What follows belongs to an exercise in optimizing a design on an open flow for small area and a short achievable clock period; a production flow would make more cautious choices.
In this exercise RTL edits were held to simulation tests only and were not proved equivalent to the original.
Power figures rest on the tool's default switching activity, not on a simulated workload.

## flow/run.sh

```bash
#!/bin/bash
# synth_recipe.tcl (not shown) runs the flow's synth.tcl, then flattens the netlist and writes it again
# the make line also repeats each setting of config.mk as NAME=value (left out here)
make -C /OpenROAD-flow-scripts/flow DESIGN_CONFIG=/design/flow/config.mk WORK_HOME=/design/flow/orfs CLKGATE_MAP_FILE= SYNTH_SCRIPT=/design/flow/synth_recipe.tcl finish
```

## flow/config.mk

```make
export PLATFORM = sky130hd
export DESIGN_NAME = s64x7_core
export DESIGN_NICKNAME = s64x7_core
export VERILOG_FILES = /design/flow/design.v
export SDC_FILE = /design/flow/constraint.sdc
export NUM_CORES = 4
export LEC_CHECK = 0
export CAP_MARGIN = 20
export CORE_MARGIN = 2
export CORE_UTILIZATION = 40
export SETUP_SLACK_MARGIN = 5
export SLEW_MARGIN = 20
```

## flow/constraint.sdc

```tcl
create_clock -name core_clock -period 10.0 [get_ports {clk_i}]
set_input_delay 2.0000 -clock core_clock [delete_from_list [all_inputs] [get_ports {clk_i}]]
set_output_delay 2.0000 -clock core_clock [all_outputs]
set_load 0.01 [all_outputs]
```

## flow/design.v

```verilog
`timescale 1ns/10ps
package s64_pkg;
    typedef logic [63:0] word_t;
    typedef logic [60:0] pkt_addr_t;
    typedef logic [7:0]  sel_t;
    typedef logic [3:0]  slot_t;
    typedef enum logic [3:0] {
        OPC_NOP    = 4'd0,
        OPC_LIT8   = 4'd1,
        OPC_LIT16  = 4'd2,
        OPC_LIT32  = 4'd3,
        OPC_STORES = 4'd4,
        OPC_LOADS  = 4'd5,
        OPC_INTOPS = 4'd6,
        OPC_JUMPS  = 4'd7,
        OPC_RET    = 4'd8,
        OPC_STKOPS = 4'd9
    } opc_e;
    typedef enum logic [3:0] {
        ALU_ADD  = 4'd0,
        ALU_SUB  = 4'd1,
        ALU_SLL  = 4'd2,
        ALU_SLT  = 4'd3,
        ALU_SLTU = 4'd4,
        ALU_SGE  = 4'd5,
        ALU_SGEU = 4'd6,
        ALU_SEQ  = 4'd7,
        ALU_SNE  = 4'd8,
        ALU_XOR  = 4'd9,
        ALU_SRL  = 4'd10,
        ALU_SRA  = 4'd11,
        ALU_OR   = 4'd12,
        ALU_AND  = 4'd13,
        ALU_BIC  = 4'd14
    } alu_op_e;
    localparam logic [3:0] SUB_SDM   = 4'd0;
    localparam logic [3:0] SUB_LDM   = 4'd3;
    localparam logic [3:0] SUB_JT8   = 4'd0;
    localparam logic [3:0] SUB_JF8   = 4'd1;
    localparam logic [3:0] SUB_J8    = 4'd2;
    localparam logic [3:0] SUB_CALL8 = 4'd3;
    localparam logic [3:0] SUB_DROP  = 4'd0;
    localparam logic [3:0] SUB_DUP   = 4'd1;
    typedef enum logic [2:0] {
        OPND_HOLD, OPND_PUSH_LIT, OPND_LOAD, OPND_STORE_POP, OPND_ALU_POP, OPND_DROP, OPND_DUP
    } operand_op_e;
    typedef enum logic [2:0] {
        FLOW_HOLD, FLOW_FETCH, FLOW_JT, FLOW_JF, FLOW_JMP, FLOW_CALL, FLOW_RET
    } flow_op_e;
    localparam pkt_addr_t RESET_VECTOR = 61'h1C00_0000_0000_0000;
    localparam int        STACK_DEPTH  = 4;
endpackage
`timescale 1ns/10ps
module s64_spill_stack #(
    parameter int WIDTH = 64
) (
    input  logic     clk_i,
    input  logic     rst_n_i,
    input  logic     push_i,
    input  logic     pop_i,
    input  logic [WIDTH-1:0] dat_i,
    output logic [WIDTH-1:0] top_o
);
    logic [WIDTH-1:0] stk [s64_pkg::STACK_DEPTH];
    always_ff @(posedge clk_i or negedge rst_n_i) begin
        if (!rst_n_i) begin
            for (int i = 0; i < s64_pkg::STACK_DEPTH; i++) begin
                stk[i] <= '0;
            end
        end else if (push_i) begin
            stk[0] <= dat_i;
            for (int i = 1; i < s64_pkg::STACK_DEPTH; i++) begin
                stk[i] <= stk[i-1];
            end
        end else if (pop_i) begin
            for (int i = 0; i < s64_pkg::STACK_DEPTH - 1; i++) begin
                stk[i] <= stk[i+1];
            end
        end
    end
    assign top_o = stk[0];
endmodule
`timescale 1ns/10ps
module s64_alu (
    input  s64_pkg::word_t   a_i,
    input  s64_pkg::word_t   b_i,
    input  s64_pkg::alu_op_e op_i,
    output s64_pkg::word_t   result_o
);
    logic           sub_en;
    s64_pkg::word_t b_eff;
    logic [64:0]    sum;
    logic           ltu;
    logic           lts;
    logic           eq;
    s64_pkg::word_t axb;
    assign sub_en = (op_i != s64_pkg::ALU_ADD);
    assign b_eff  = b_i ^ {64{sub_en}};
    assign sum    = {1'b0, a_i} + {1'b0, b_eff} + {64'd0, sub_en};
    assign axb    = a_i ^ b_i;
    assign eq     = ~|axb;
    assign ltu    = ~sum[64];
    assign lts    = (a_i[63] ^ b_i[63]) ? a_i[63] : ltu;
    logic           is_sll;
    logic           fill;
    s64_pkg::word_t sh_in;
    s64_pkg::word_t sh [7];
    s64_pkg::word_t sh_rev;
    assign is_sll = (op_i == s64_pkg::ALU_SLL);
    assign fill   = (op_i == s64_pkg::ALU_SRA) & a_i[63];
    always_comb begin
        for (int i = 0; i < 64; i++) begin
            sh_in[i] = is_sll ? a_i[63-i] : a_i[i];
        end
    end
    assign sh[0] = sh_in;
    for (genvar k = 0; k < 6; k++) begin : g_sh
        assign sh[k+1] = b_i[k] ? {{(1 << k){fill}}, sh[k][63:(1 << k)]} : sh[k];
    end
    always_comb begin
        for (int i = 0; i < 64; i++) begin
            sh_rev[i] = sh[6][63-i];
        end
    end
    always_comb begin
        case (op_i)
            s64_pkg::ALU_ADD, s64_pkg::ALU_SUB: result_o = sum[63:0];
            s64_pkg::ALU_SLL:  result_o = sh_rev;
            s64_pkg::ALU_SLT:  result_o = {63'd0, lts};
            s64_pkg::ALU_SLTU: result_o = {63'd0, ltu};
            s64_pkg::ALU_SGE:  result_o = {63'd0, ~lts};
            s64_pkg::ALU_SGEU: result_o = {63'd0, ~ltu};
            s64_pkg::ALU_SEQ:  result_o = {63'd0, eq};
            s64_pkg::ALU_SNE:  result_o = {63'd0, ~eq};
            s64_pkg::ALU_XOR:  result_o = axb;
            s64_pkg::ALU_SRL, s64_pkg::ALU_SRA: result_o = sh[6];
            s64_pkg::ALU_OR:   result_o = a_i | b_i;
            s64_pkg::ALU_AND:  result_o = a_i & b_i;
            s64_pkg::ALU_BIC:  result_o = a_i & ~b_i;
            default:  result_o = '0;
        endcase
    end
endmodule
`timescale 1ns/10ps
module s64_operand_unit (
    input  logic             clk_i,
    input  logic             rst_n_i,
    input  logic             lit_i,
    input  logic             load_i,
    input  logic             store_i,
    input  logic             alu_i,
    input  logic             drop_i,
    input  logic             dup_i,
    input  s64_pkg::alu_op_e alu_op_i,
    input  s64_pkg::word_t   lit_val_i,
    input  s64_pkg::word_t   rd_data_i,
    output s64_pkg::word_t   tos_o,
    output s64_pkg::word_t   nos_o
);
    s64_pkg::word_t x;
    s64_pkg::word_t y;
    s64_pkg::word_t z;
    s64_pkg::word_t ds_top;
    s64_pkg::word_t alu_result;
    logic  ds_push;
    logic  ds_pop;
    assign ds_push = lit_i || dup_i;
    assign ds_pop  = store_i || alu_i || drop_i;
    s64_spill_stack #(
        .WIDTH (64)
    ) i_data_stack (
        .clk_i   (clk_i),
        .rst_n_i (rst_n_i),
        .push_i  (ds_push),
        .pop_i   (ds_pop),
        .dat_i   (x),
        .top_o   (ds_top)
    );
    s64_alu i_alu (
        .a_i      (y),
        .b_i      (z),
        .op_i     (alu_op_i),
        .result_o (alu_result)
    );
    always_ff @(posedge clk_i or negedge rst_n_i) begin
        if (!rst_n_i) begin
            x <= '0;
            y <= '0;
            z <= '0;
        end else begin
            if (ds_push) begin
                x <= y;
                y <= z;
            end else if (ds_pop) begin
                x <= ds_top;
                y <= x;
            end
            if (lit_i)        z <= lit_val_i;
            else if (load_i)  z <= rd_data_i;
            else if (alu_i)   z <= alu_result;
            else if (drop_i)  z <= y;
            else if (store_i) z <= x;
        end
    end
    assign tos_o = z;
    assign nos_o = y;
endmodule
`timescale 1ns/10ps
module s64_flow_unit (
    input  logic               clk_i,
    input  logic               rst_n_i,
    input  logic               fetch_i,
    input  logic               jt_i,
    input  logic               jf_i,
    input  logic               jmp_i,
    input  logic               call_i,
    input  logic               ret_i,
    input  logic [7:0]         offset_i,
    input  s64_pkg::word_t     tos_i,
    output s64_pkg::pkt_addr_t p_o,
    output logic               redirect_o
);
    s64_pkg::pkt_addr_t p;
    s64_pkg::pkt_addr_t rz;
    s64_pkg::pkt_addr_t rs_top;
    s64_pkg::pkt_addr_t sum;
    logic [8:0]         step;
    logic               tos_nz;
    logic               jump;
    assign tos_nz = |tos_i;
    assign jump   = (jt_i && tos_nz) || (jf_i && !tos_nz) || jmp_i || call_i;
    assign redirect_o = jump || ret_i;
    assign step = fetch_i ? 9'd1 : ({1'b0, offset_i} - 9'd1);
    assign sum  = p + {{52{step[8]}}, step};
    s64_spill_stack #(
        .WIDTH (61)
    ) i_return_stack (
        .clk_i   (clk_i),
        .rst_n_i (rst_n_i),
        .push_i  (call_i),
        .pop_i   (ret_i),
        .dat_i   (rz),
        .top_o   (rs_top)
    );
    always_ff @(posedge clk_i or negedge rst_n_i) begin
        if (!rst_n_i) begin
            p  <= s64_pkg::RESET_VECTOR;
            rz <= '0;
        end else begin
            if (ret_i) begin
                p <= rz;
            end else if (fetch_i || jump) begin
                p <= sum;
            end
            if (call_i) begin
                rz <= p;
            end else if (ret_i) begin
                rz <= rs_top;
            end
        end
    end
    assign p_o = p;
endmodule
`timescale 1ns/10ps
module s64_slot_sequencer (
    input  logic               clk_i,
    input  logic               rst_n_i,
    input  s64_pkg::word_t     dat_i,
    input  s64_pkg::word_t     tos_i,
    input  s64_pkg::word_t     nos_i,
    input  s64_pkg::pkt_addr_t p_i,
    input  logic               redirect_i,
    output logic               fetch_o,
    output logic               lit_o,
    output logic               load_o,
    output logic               store_o,
    output logic               alu_o,
    output logic               drop_o,
    output logic               dup_o,
    output logic               jt_o,
    output logic               jf_o,
    output logic               jmp_o,
    output logic               call_o,
    output logic               ret_o,
    output logic [3:0]         sub_o,
    output s64_pkg::word_t     lit_val_o,
    output logic [7:0]         offset_o,
    output s64_pkg::pkt_addr_t adr_o,
    output logic               cyc_o,
    output logic               we_o,
    output logic               vpa_o,
    output s64_pkg::sel_t      sel_o,
    output s64_pkg::word_t     dat_o,
    output s64_pkg::opc_e      opc_o
);
    logic           f;
    logic [3:0]     r;
    logic [27:0]    ops;
    s64_pkg::word_t dr;
    s64_pkg::word_t dr_sh;
    logic [3:0]     opcode;
    logic [3:0]     sub;
    logic           op_lit8, op_lit16, op_lit32, op_jumps, op_nib;
    logic           jrel;
    assign opcode = ops[27:24];
    assign sub    = dr[3:0];
    assign op_lit8  = !f && (opcode == s64_pkg::OPC_LIT8);
    assign op_lit16 = !f && (opcode == s64_pkg::OPC_LIT16);
    assign op_lit32 = !f && (opcode == s64_pkg::OPC_LIT32);
    assign op_jumps = !f && (opcode == s64_pkg::OPC_JUMPS);
    assign jrel     = op_jumps && (sub[3:2] == 2'b00);
    assign op_nib   = !f && ((opcode == s64_pkg::OPC_STORES) || (opcode == s64_pkg::OPC_LOADS) ||
                             (opcode == s64_pkg::OPC_INTOPS) || (opcode == s64_pkg::OPC_STKOPS) ||
                             ((opcode == s64_pkg::OPC_JUMPS) && (sub[3:2] != 2'b00)));
    assign fetch_o = f;
    assign lit_o   = op_lit8 || op_lit16 || op_lit32;
    assign store_o = !f && (opcode == s64_pkg::OPC_STORES) && (sub == s64_pkg::SUB_SDM);
    assign load_o  = !f && (opcode == s64_pkg::OPC_LOADS) && (sub == s64_pkg::SUB_LDM);
    assign alu_o   = !f && (opcode == s64_pkg::OPC_INTOPS);
    assign dup_o   = !f && (opcode == s64_pkg::OPC_STKOPS) && (sub == s64_pkg::SUB_DUP);
    assign drop_o  = (!f && (opcode == s64_pkg::OPC_STKOPS) && (sub == s64_pkg::SUB_DROP)) || jrel;
    assign jt_o    = op_jumps && (sub == s64_pkg::SUB_JT8);
    assign jf_o    = op_jumps && (sub == s64_pkg::SUB_JF8);
    assign jmp_o   = op_jumps && (sub == s64_pkg::SUB_J8);
    assign call_o  = op_jumps && (sub == s64_pkg::SUB_CALL8);
    assign ret_o   = !f && (opcode == s64_pkg::OPC_RET);
    assign sub_o   = sub;
    assign offset_o = dr[11:4];
    always_comb begin
        lit_val_o = '0;
        if (op_lit8)  lit_val_o = {{56{dr[7]}}, dr[7:0]};
        if (op_lit16) lit_val_o = {{48{dr[15]}}, dr[15:0]};
        if (op_lit32) lit_val_o = {{32{dr[31]}}, dr[31:0]};
    end
    always_comb begin
        dr_sh = dr;
        if (op_nib)   dr_sh = dr >> 4;
        if (op_lit8)  dr_sh = dr >> 8;
        if (jrel)     dr_sh = dr >> 12;
        if (op_lit16) dr_sh = dr >> 16;
        if (op_lit32) dr_sh = dr >> 32;
    end
    assign cyc_o = f || load_o || store_o;
    assign we_o  = store_o;
    assign vpa_o = f;
    assign sel_o = {8{cyc_o}};
    assign dat_o = store_o ? nos_i : '0;
    assign opc_o = s64_pkg::opc_e'(f ? 4'd0 : opcode);
    assign adr_o = f ? p_i : ((load_o || store_o) ? tos_i[63:3] : '0);
    always_ff @(posedge clk_i or negedge rst_n_i) begin
        if (!rst_n_i) begin
            f <= 1'b1;
        end else if (f) begin
            f <= (dat_i[63:60] == 4'd1);
        end else begin
            f <= redirect_i || (r == 4'd1);
        end
    end
    always_ff @(posedge clk_i) begin
        if (f) begin
            r   <= dat_i[63:60] - 4'd1;
            ops <= dat_i[59:32];
            dr  <= dat_i;
        end else begin
            r   <= r - 4'd1;
            ops <= {ops[23:0], 4'd0};
            dr  <= dr_sh;
        end
    end
endmodule
`timescale 1ns/10ps
module s64x7_core (
    input  logic               clk_i,
    input  logic               rst_n_i,
    input  s64_pkg::word_t     dat_i,
    output s64_pkg::pkt_addr_t adr_o,
    output logic               cyc_o,
    output logic               we_o,
    output logic               vpa_o,
    output s64_pkg::sel_t      sel_o,
    output s64_pkg::word_t     dat_o,
    output s64_pkg::opc_e      opc_o
);
    logic               fetch, lit, load, store, alu, drop, dup;
    logic               jt, jf, jmp, call, ret;
    logic [3:0]         sub;
    s64_pkg::word_t     lit_val;
    logic [7:0]         offset;
    s64_pkg::word_t     tos;
    s64_pkg::word_t     nos;
    s64_pkg::pkt_addr_t p;
    logic               redirect;
    s64_slot_sequencer i_slot_sequencer (
        .clk_i      (clk_i),
        .rst_n_i    (rst_n_i),
        .dat_i      (dat_i),
        .tos_i      (tos),
        .nos_i      (nos),
        .p_i        (p),
        .redirect_i (redirect),
        .fetch_o    (fetch),
        .lit_o      (lit),
        .load_o     (load),
        .store_o    (store),
        .alu_o      (alu),
        .drop_o     (drop),
        .dup_o      (dup),
        .jt_o       (jt),
        .jf_o       (jf),
        .jmp_o      (jmp),
        .call_o     (call),
        .ret_o      (ret),
        .sub_o      (sub),
        .lit_val_o  (lit_val),
        .offset_o   (offset),
        .adr_o      (adr_o),
        .cyc_o      (cyc_o),
        .we_o       (we_o),
        .vpa_o      (vpa_o),
        .sel_o      (sel_o),
        .dat_o      (dat_o),
        .opc_o      (opc_o)
    );
    s64_operand_unit i_operand_unit (
        .clk_i     (clk_i),
        .rst_n_i   (rst_n_i),
        .lit_i     (lit),
        .load_i    (load),
        .store_i   (store),
        .alu_i     (alu),
        .drop_i    (drop),
        .dup_i     (dup),
        .alu_op_i  (s64_pkg::alu_op_e'(sub)),
        .lit_val_i (lit_val),
        .rd_data_i (dat_i),
        .tos_o     (tos),
        .nos_o     (nos)
    );
    s64_flow_unit i_flow_unit (
        .clk_i      (clk_i),
        .rst_n_i    (rst_n_i),
        .fetch_i    (fetch),
        .jt_i       (jt),
        .jf_i       (jf),
        .jmp_i      (jmp),
        .call_i     (call),
        .ret_i      (ret),
        .offset_i   (offset),
        .tos_i      (tos),
        .p_o        (p),
        .redirect_o (redirect)
    );
endmodule
```

==> flow_summary.yaml, run 1 <==
logic_synthesis:
  synth_fp_nets: 7797
  synthArstFlopShare_pct: 89.5
  ys_types: 85
  synth_top_flop_cell: "dfrtp_1"
  synthCells: 7537
  postSynthAreaPerCell_um2: 8.20
  syn_area_um2: 61800
  yosys_warnings: 9
  synth_edf_count: 64
  synth-seq-cells: 911
  ys_seq_area_share_pct: 37.1
grt:
  grt.total_usage_pct: 33.8
  grt_pass1_vias: 55000
  antenna_found_initial: 26
  grt_max_degree: 219
  grt_first_pass_wirelength_um: 393000
  grt-ovfl-total: 0
pwr:
  power.net_switching_uw: 16700
  swShare_pct: 53.2
  pwr-share-clk_pct: 13.3
  leakage_uw: 0.0299
  p_per_area_nw_per_um2: 442
  pwr-share-comb_pct: 61.5
  internal_power_uw: 14700
  ir_drop_mv: 0.226
  p_seq_share_pct: 25.2
run:
  cap_viol_max_count: 0
drt:
  drcViolationCount: 0
  first_pass_iters: 9
  num_vias: 59600
  first_iter_violations: 7499
  wl_um: 276000
  ant_nets: 0
  wl_per_cell_um: 28.9
  viasPerCell: 6.23
clock_tree:
  hold_buffers: 0
  clock_sinks: 911
  cts_max_level: 3
  clock_latency_ns: 0.77
  cts_buffers: 106
  cts.path.max_buffers: 3
  clk_pin_slew_ns: 0.06
  root_buffer: "clkbuf_16"
  cts_tree: "built"
timing:
  slew_viol_final: 0
  fin_skew_ns: 0.0641
  slew_headroom_pct: 14.5
  hold_viol: 0
  worst_slew_pin_slew_ns: 1.28
  min_period_ns: 5.10
  setup_viol: 0
  rsz0062_at_grt: "true"
  holdWs_ns: 0.431
  fin_setup_tns_ns: 0
  fmax_mhz: 196
  min_period_over_period_pct: 51.0
status:
  status: "finished clean"
critical_path:
  required_ns: 8.00
  cp_max_fo: 8
  endpoint_kind: "output port"
  start_kind: "flip-flop"
  worst-setup-path-type: "flip-flop to output port"
  arrival_ns: 3.10
place:
  dpl_cell_area_um2: 65500
  port_buffers: 205
  post-place-cells: 9287
  gp_congestion: 1.08
  dp_hpwl_um: 191000
final_layout:
  final_cell_mix: "nand2_1 (1,234), nor2_1 (920), dfrtp_1 (806), a21oi_1 (769), mux2i_1 (437)"
  multi_input_comb_area_um2: 36700
  layout_commonest_cell: "nand2_1"
  register_area_um2: 23000
  fin_area_um2: 71200
  syn_to_final_growth_pct: 15.1
  fin_util_pct: 46.3
  fin_cells: 9573
  layout.nets: 7698
  final_layout_size_suffix_gt1_share_pct: 12.4
  filler_cell_count: 15100
floorplanning:
  rows: 144
  die_h_um: 397
  ioPinCount: 206
  die_area_um2: 158000
  die_w_um: 397
  start_util_pct: 40.2
  core_region_area_um2: 154000
min_path:
  hold_class: "flip-flop to flip-flop"
[logic make-up (layout without fill, tap and decap cells)]
logic type | after synthesis | in the layout | share of synthesized area (%)
compound gates | 2044 | 2044 | 20.0
buf+inv | 841 | 827 | 5.19
other cells | 0 | 6 | 0
mux | 628 | 628 | 12.5
xor+xnor | 220 | 220 | 3.12
fa+ha+maj | 194 | 194 | 3.95
simple gates | 2699 | 2699 | 18.1
flops | 911 | 911 | 37.1
[layer usage]
layer	vias up	share of wire (%)	GRT usage (%)	routed length, um
li1	26500	-	-	-
met1	29300	40	43.8	109000
met2	3084	43	50.6	120000
met3	726	9.6	8.20	26600
met4	20	7.3	21.5	20200
met5	-	0.049	0.0303	134
[metrics by stage]
step	worst slack, ns	total power, uW
6_report	4.90	31400
2_1_floorplan	4.65	18500
3_5_place_dp	4.31	25700
4_1_cts	4.81	30200
5_1_grt	4.85	32800
3_3_place_gp	4.39	25600
[worst paths after layout]
path,start,to,slack [ns],cells past startpoint
worst max-delay path,i_slot_sequencer.dr[0]$_DFFE_PP_,dat_o[46],4.90,10
worst min-delay path,i_slot_sequencer.ops[14]$_DFF_P_,i_slot_sequencer.ops[18]$_DFF_P_,0.43,2
worst max register to register,i_slot_sequencer.dr[0]$_DFFE_PP_,i_operand_unit.z[18]$_DFFE_PN0P_,4.93,11
worst min register to register,i_slot_sequencer.ops[14]$_DFF_P_,i_slot_sequencer.ops[18]$_DFF_P_,0.43,2
max in group asynchronous,rst_n_i,i_flow_unit.i_return_stack.stk[0][25]$_DFFE_PN0P_,6.58,3
min in group asynchronous,rst_n_i,i_operand_unit.i_data_stack.stk[2][8]$_DFFE_PN0P_,1.28,1
[Yosys cell counts, types with 15 or more instances]
cell type     n  area [um^2]
a311oi_1     22          193
xor2_1       38          333
a31oi_1     261         1630
o2111ai_1    18          158
a21oi_1     779         3900
inv_1       202          758
dfrtp_1     811        20300
ha_1        192         2400
xnor2_1     182         1590
o21bai_1     16          120
or3_1        15         93.8
o221ai_1     73          639
a22oi_1      75          563
o22ai_1      30          188
nor4_1       51          319
o21a_1       21          158
mux4_2      109         2450
and3_1       38          238
dfxtp_1      32          641
and2_1       87          544
nor3_1       48          240
nand2b_1     25          156
nor2b_1      19          119
a221oi_1     32          280
nor2_1      986         3700
mux2_2       79          890
a21o_1       70          526
a211oi_1     36          270
mux2i_1     439         4390
o31ai_1      17          128
buf_1        77          289
nand3_1     108          541
o21ai_0     419         2100
o211ai_1     61          458
clkbuf_1    537         2020
nand2_1    1240         4650
edfxtp_1     64         1920
nand4_1      46          288
[worst max-delay path, stage by stage, from the launching register on]
cell      delay [ns]
edfxtp_1        0.43
or4_4           0.62
nor4_4          0.26
buf_4           0.17
buf_12          0.13
buf_12          0.13
buf_6           0.10
buf_12          0.11
buf_16          0.13
and2_4          0.14
buf_6           0.10
[what timing repair did]
action,in CTS,in global routing
gates resized for setup,515,361
gates cloned,13,5
endpoints found under the hold margin,0,0
pin swaps,15,51
buffers inserted,48,21
setup endpoints to repair,320,258
[power groups by stage]
| stage | Sequential, uW | Combinational (uW) | Clock (uW) |
|---|---|---|---|
| final | 7940 | 19300 | 4170 |
| after global placement | 7880 | 17700 | 0 |
| after global routing | 8050 | 20300 | 4380 |
| after detailed placement | 7920 | 17700 | 0 |
| after floorplan | 6450 | 12000 | 0 |
| after CTS | 7820 | 18200 | 4230 |
[area by class of cell]
type	count	share of cell area (%)
multi-input cells	5785	51.5
flip-flops and latches	911	32.3
repair buffers	427	6.30
clock buffers	144	4.17
well taps	2044	3.59
inverters	207	1.10
clock inverters	49	0.995
diodes	6	0.0211
[state kept, by name, indices dropped and copies added, names as in the netlist, 28 cells and up]
signal and count:
i_operand_unit.i_data_stack.stk 256, i_flow_unit.i_return_stack.stk 244, i_operand_unit.x 64, i_operand_unit.y 64, i_operand_unit.z 64, i_slot_sequencer.dr 64
i_flow_unit.p 61, i_flow_unit.rz 61, i_slot_sequencer.ops 28
==> run 2, diff against run 1 <==
--- a/flow/config.mk
+++ b/flow/config.mk
@@ -8,5 +8,4 @@
 export CAP_MARGIN = 20
 export CORE_MARGIN = 2
 export CORE_UTILIZATION = 40
-export SETUP_SLACK_MARGIN = 5
 export SLEW_MARGIN = 20
==> run 2 against run 1 <==
Net effect: still clean on timing, DRC and antenna; die area did not move; total power down 3.6%; combinational power shrank 5%; hold slack improved by 0.0017 ns; non-clock buffer count is 89 lower; first-iteration DRC count grew 5.3%; clock power shrank 2%; synthesized cell count is the same; clock skew grew 0.0021 ns; register-to-register slack lost 0.89 ns; wire length shrank 6.1%; highest routed layer unchanged.
==> flow_summary.yaml, run 2 <==
logic_synthesis:
  synthCells: 7537
  synth_area_leaders: "dfrtp_1 (33%), nand2_1 (7.5%), mux2i_1 (7.1%), a21oi_1 (6.3%), nor2_1 (6.0%)"
  synth.most_common_cell: "nand2_1"
  yosys_warnings: 9
  yosys-top-cells-count: "nand2_1 (1,240), nor2_1 (986), dfrtp_1 (811)"
  synth_edf_count: 64
  postSynthAreaPerCell_um2: 8.20
  syn_area_um2: 61800
  yosysTopAreaCell: "dfrtp_1"
  yosysTopAreaCellShare_pct: 32.8
  ys_types: 85
  synth_top_flop_cell: "dfrtp_1"
  ys_seq_area_share_pct: 37.1
  synth_fp_nets: 7797
  synthArstFlopShare_pct: 89.5
  synth-seq-cells: 911
clock_tree:
  post-cts-setup-buffers: 0
  root_buffer: "clkbuf_16"
  clock_sinks: 911
  cts_tree: "built"
  cts.path.max_buffers: 3
  cts_max_level: 3
  cts_resized: 0
  hold_buffers: 0
  clk_pin_slew_ns: 0.07
  clock_latency_ns: 0.78
  cts_buffers: 106
pwr:
  p_per_area_nw_per_um2: 439
  p_total_uw: 30300
  leakage_uw: 0.0287
  ir_drop_mv: 0.272
floorplanning:
  die_w_um: 397
  die_h_um: 397
  ioPinCount: 206
  core_region_area_um2: 154000
  rows: 144
  start_util_pct: 40.2
  die_area_um2: 158000
drt:
  num_vias: 58800
  ant_nets: 0
  first_iter_violations: 7895
  drcViolationCount: 0
  wl_per_cell_um: 27.4
  first_pass_iters: 8
  viasPerCell: 6.21
  wl_um: 259000
place:
  dp_hpwl_um: 184000
  gp_congestion: 1.12
  dpl_cell_area_um2: 65400
  port_buffers: 205
critical_path:
  start_kind: "flip-flop"
  path_cells: "or3b_1 > nor4_2 > buf_4 > nor3_2 > buf_4 > inv_1 > clkdlybuf4s50_1"
  cp_common_cell: "buf_4"
  critPathMaxStageDelay_ns: 1.12
  endpoint_kind: "output port"
  worst-setup-path-type: "flip-flop to output port"
  required_ns: 8.00
  arrival_ns: 4.50
  crit_path_top_delay_cell: "dfstp_4"
  reg2reg_depth: 11
  r2r_setup_slack_ns: 4.04
  cp_max_fo: 80
timing:
  setup_viol: 0
  slew_viol_final: 0
  min_period_ns: 6.50
  fin_setup_tns_ns: 0
  min_period_over_period_pct: 65.0
  slew_headroom_pct: 11.6
  fmax_mhz: 154
  fin_skew_ns: 0.0662
  worst_slew_pin_slew_ns: 1.33
  rsz0062_at_grt: "false"
  hold_viol: 0
min_path:
  hold_class: "flip-flop to flip-flop"
  holdPathStages: 2
grt:
  antenna_found_initial: 22
  grt_first_pass_wirelength_um: 377000
  grt_pass1_vias: 55000
  grt-ovfl-total: 0
  grt_max_degree: 191
  grt.total_usage_pct: 32.1
final_layout:
  fin_area_um2: 69000
  top_register: "i_operand_unit.i_data_stack.stk"
  final_cell_mix: "nand2_1 (1,236), nor2_1 (980), dfrtp_1 (806), a21oi_1 (776), mux2i_1 (439)"
  largest_reg_flops: 256
  syn_to_final_growth_pct: 11.6
  filler_cell_count: 15200
  final_layout_size_suffix_gt1_share_pct: 7.45
  largestRegisters: "i_operand_unit.i_data_stack.stk x256, i_flow_unit.i_return_stack.stk x244"
  layout_commonest_cell: "nand2_1"
  layout.nets: 7609
run:
  cap_viol_max_count: 0
status:
  status: "finished clean"
-- run 2: cell counts after synthesis --
Identical to the previous run, type by type.
-- run 2: power by group --
| part | switching [uW] | total (uW) | internal (uW) |
|---|---|---|---|
| sequential | 2520 | 7930 | 5400 |
| clock | 1720 | 4100 | 2380 |
| combinational | 11800 | 18300 | 6510 |
| total | 16000 | 30300 | 14300 |
-- run 2: cell families after synthesis --
logic type               synth area share [%]
AO/OA/AOI/OAI                            20.0
flip-flops                               37.1
multiplexers                             12.5
XOR/XNOR                                 3.12
AND/OR/NAND/NOR                          18.1
buffers and inverters                    5.19
adder cells (fa/ha/maj)                  3.95
-- run 2: worst max-delay path: cells and delay by family, from the launching register on --
| kind | cells | cell delay (ns) |
|---|---|---|
| AND/OR/NAND/NOR | 3 | 0.75 |
| flip-flops | 1 | 1.12 |
| buffers and inverters | 4 | 1.81 |
-- run 2: through the flow --
stage | worst slack, ns | utilization (%) | cells | hold slack, ns
CTS | 3.48 | 44.8 | 9476 | 0.436
global route | 3.25 | 44.8 | 9476 | 0.449
floorplan | 1.08 | - | 7537 | 0.415
finish | 3.50 | 44.8 | 9483 | 0.432
detailed placement | 4.27 | 42.5 | 9285 | 0.428
global placement | 4.05 | 42.5 | 9284 | 0.421
-- run 2: routing by layer --
layer | wire, um | global-route usage (%)
met2 | 112000 | 47.9
met1 | 102000 | 41.6
met4 | 19000 | 20.0
met3 | 26300 | 8.11
met5 | 77 | 0
-- run 2: final cells by class --
type	instances	area [um^2]	share of cell area [%]
repair buffers	338	3200	4.63
well taps	2044	2560	3.71
clock buffers	151	2990	4.34
clock inverters	40	614	0.890
multi-input cells	5785	35900	52.0
inverters	207	777	1.13
diodes	7	17.5	0.0254
flip-flops and latches	911	23000	33.3
-- run 2: path summary, 6_finish.rpt --
path,startpoint,to
max,i_slot_sequencer.f$_DFF_PN1_,cyc_o
min,i_slot_sequencer.ops[13]$_DFF_P_,i_slot_sequencer.ops[17]$_DFF_P_
max reg2reg,i_operand_unit.z[28]$_DFFE_PN0P_,i_flow_unit.p[57]$_DFFE_PN0P_
min reg2reg,i_slot_sequencer.ops[13]$_DFF_P_,i_slot_sequencer.ops[17]$_DFF_P_
max in group asynchronous,rst_n_i,i_flow_unit.i_return_stack.stk[2][28]$_DFFE_PN0P_
min in group asynchronous,rst_n_i,i_operand_unit.i_data_stack.stk[3][4]$_DFFE_PN0N_

separate check: timing with driven ports:
In the flow no input, the clock included, has a driving cell. The finished layouts below were timed again as built, in two steps.
Step 1 (the two cells are an assumption about what drives the block):
set clk [get_ports {clk_i}]
set_driving_cell -lib_cell sky130_fd_sc_hd__clkbuf_16 $clk
set_driving_cell -lib_cell sky130_fd_sc_hd__buf_2 [delete_from_list [all_inputs] $clk]
Step 2, shift: input delay + t, output delay - t, t = (earliest + latest rising clock arrival at the registers) / 2. This alone moves slack from input paths to output paths.
Three values: no drivers, after step 1, after step 2; two values: the first two.
| run | shift t [ns] | setup slack, ns | clock arrival spread, ns | cell pins on the clock port's net |
|---|---|---|---|---|
| run 1 | 0.820 | 4.895 / 4.811 / 4.926 | 0.067 / 0.068 | 1 |
| run 2 | 0.833 | 3.502 / 3.418 / 4.039 | 0.068 / 0.069 | 1 |
After both steps setup and hold are still met in every run listed.
